This is an optimization exercise on Yosys and OpenROAD, whose aim is a short achievable clock period and few clock cycles per item, not a production implementation. Function was checked by simulation only, so behaviour that the tests miss may differ from the original. No activity file was given, so power comes from the tool's default toggle rates.

== nickel ==
Design sha256_msg_padder, start of the top module:
module sha256_msg_padder #(
  parameter int MAX_NIB = 128,
  parameter int CNT_W   = 8
) (
  input  logic         clk,
  input  logic         rst_n,
  input  logic         in_valid,
  output logic         in_ready,
  input  logic [3:0]   in_nibble,
  input  logic         in_last,
  output logic         blk_valid,
  input  logic         blk_ready,
  output logic [511:0] blk_data,
  output logic         blk_last,
  output logic [63:0]  msg_bits,
  output logic         ovf,
  output logic [1:0]   dbg_state
);
For scale: roughly 4,100 cells after synthesis, ~1,700 flip-flops.
clock: 6.5 ns
lec_check: 0
abc_clock_period_in_ps: 2000
cap_margin: 20
core_margin: 2
core_utilization: 60
cts_cluster_diameter: 100
cts_cluster_size: 20
setup_slack_margin: 4
slew_margin: 20
tns_end_percent: 100
standard.sh (not shown) runs the stock make flow with config.mk's settings and CLKGATE_MAP_FILE= SYNTH_SCRIPT=/design/flow/synth_recipe.tcl, a recipe that flattens the netlist after the stock synthesis.
==> flow/flow/run.sh <==
#!/bin/bash
# The standard layout (standard.sh: the standard flow's synthesis and ORFS from floorplan
# to finish) with three ORFS variables changed on make's command line:
#   MATCH_CELL_FOOTPRINT=0  lets timing repair swap a cell for any cell of the
#                           same function, not only one of the same footprint
#                           (so the port buffers can become real buffers);
#   BUFFER_PORTS_ARGS       makes the port buffers buf_4 cells instead of the
#                           smallest-area buffer (a slow delay cell);
#   CTS_ARGS                the standard CTS arguments plus the cluster size and
#                           diameter from config.mk, without dummy loads.
# Every port still gets its buffer and the clock tree is balanced as usual.
set -euo pipefail
cd "$(dirname "$0")/.."
bash standard.sh \
  MATCH_CELL_FOOTPRINT=0 \
  "BUFFER_PORTS_ARGS=-buffer_cell sky130_fd_sc_hd__buf_4" \
  "CTS_ARGS=-sink_clustering_enable -repair_clock_nets -sink_clustering_size 20 -sink_clustering_max_diameter 100 -dont_use_dummy_load" \
  finish > standard_flow.log 2>&1
Having completed the whole flow, nickel delivered a layout that passed the timing, DRC and antenna checks.
Testbench counts of nickel, summed over its fixed seeds: cycles 23,640, nibbles 23,614.
Relative to nickel, the following input files were edited for violet:
==> flow/run.sh (new file) <==
#!/bin/bash
# synth_recipe.tcl (not shown) runs the flow's synth.tcl, then flattens the netlist and writes it again
# the make line also repeats each setting of config.mk as NAME=value (left out here)
make -C /OpenROAD-flow-scripts/flow DESIGN_CONFIG=/design/flow/config.mk WORK_HOME=/design/flow/orfs CLKGATE_MAP_FILE= SYNTH_SCRIPT=/design/flow/synth_recipe.tcl finish
removed: flow/flow/run.sh
removed: flow/standard.sh
Per the comparison of violet with nickel, count of clock-buffer cells in the layout went up by 78, final area went up by 0.52%, total wire length went up by 3.2%.

* * *

Another version of the RTL of sha256_msg_padder (not shown whole).
Size: about 3,500 cells after synthesis, about 1,200 flip-flops.
export LEC_CHECK = 0
export ABC_CLOCK_PERIOD_IN_PS = 2000
export CAP_MARGIN = 20
export CORE_MARGIN = 2
export CORE_UTILIZATION = 40
export SETUP_SLACK_MARGIN = 4
export SLEW_MARGIN = 20
export TNS_END_PERCENT = 100
create_clock -name core_clock -period 6.5 [get_ports {clk}]
run.sh (not shown) runs the stock make flow with config.mk's settings and CLKGATE_MAP_FILE= SYNTH_SCRIPT=/design/flow/synth_recipe.tcl, a recipe that flattens the netlist after the stock synthesis.
Stock flow here: none of the scripts above is used.
The starting point finished with timing, DRC and antenna clean.
Testbench counts at the start, summed over its fixed seeds: cycles 23,640, nibbles 23,614.
Next try:
- CORE_UTILIZATION: 40 -> 60
The new run completed without violations.
Wire length went down by 4.3%.
Final cell count went down by 9.3%.
Total power went down by about 5%.
Worst hold slack degrades by 5.3 ps.
Design area went down by 2.8%.
First-iteration DRC count went up by about 25%.
Sequential power barely changes.
Synthesized area is unchanged.

* * *

== red ==
sha256_msg_padder, a different RTL version from the one above (not shown whole).
For scale: ~4,100 cells after synthesis, about 1,700 flip-flops, ~590 I/O pins.
Settings: LEC_CHECK=0, ABC_CLOCK_PERIOD_IN_PS=2000, CAP_MARGIN=20, CORE_MARGIN=2, CORE_UTILIZATION=60, SETUP_SLACK_MARGIN=4, SLEW_MARGIN=20, TNS_END_PERCENT=100; clock period 6.5 ns.
red completed end to end with timing, DRC and antenna clean.
Testbench counts of red, summed over its fixed seeds: cycles 23,640, nibbles 23,614.
Changes in blue relative to red:
- a change of SETUP_SLACK_MARGIN from 4 to 5
## What came out
- Among red and blue, the run that stopped before the end is blue, and it is the only one.
- Diff red and blue: worst setup timing slack at the placement stage higher in blue
- Going from red to blue, number of hold buffers added after cts essentially unchanged; xor-xnor portion of the synthesized cell area comparable.
- Die span in x came out exactly the same in red and blue.
- Compared with red, blue shows a higher number of buffers inserted by post-CTS setup repair.

==> afterwards: timing with drivers on the ports <==
The results above use ideal ports. As a check the final layouts listed here were re-extracted and re-timed, cells and wires unchanged. Step 1, drivers: a clkbuf_16 drives clk and a buf_2 each remaining input, both assumed. Step 2 also shifts input and output timing later by t, the mid clock arrival at the registers, as if the neighbouring blocks saw the same clock. Three values: ideal ports, drivers, drivers and shift; two values: the first two.
run	shift t [ns]	setup slack, ns	worst hold slack (ns)	latest minus earliest clock arrival (ns)
nickel	0.755	3.961 / 3.888 / 3.527	0.466 / 0.466 / 0.466	0.043 / 0.042
violet	0.763	3.964 / 3.894 / 3.219	0.486 / 0.486 / 0.486	0.028 / 0.028
the first run of note 2	0.792	3.672 / 3.604 / 3.156	0.474 / 0.474 / 0.474	0.031 / 0.030
the second run of note 2	0.725	3.859 / 3.794 / 3.391	0.468 / 0.468 / 0.468	0.026 / 0.026
red	0.817	3.894 / 3.822 / 3.224	0.483 / 0.483 / 0.483	0.020 / 0.021
After both steps every run listed still meets setup and hold. For violet, which loses most, drivers alone change the setup slack by -0.070 ns; drivers and shift together by -0.745 ns.
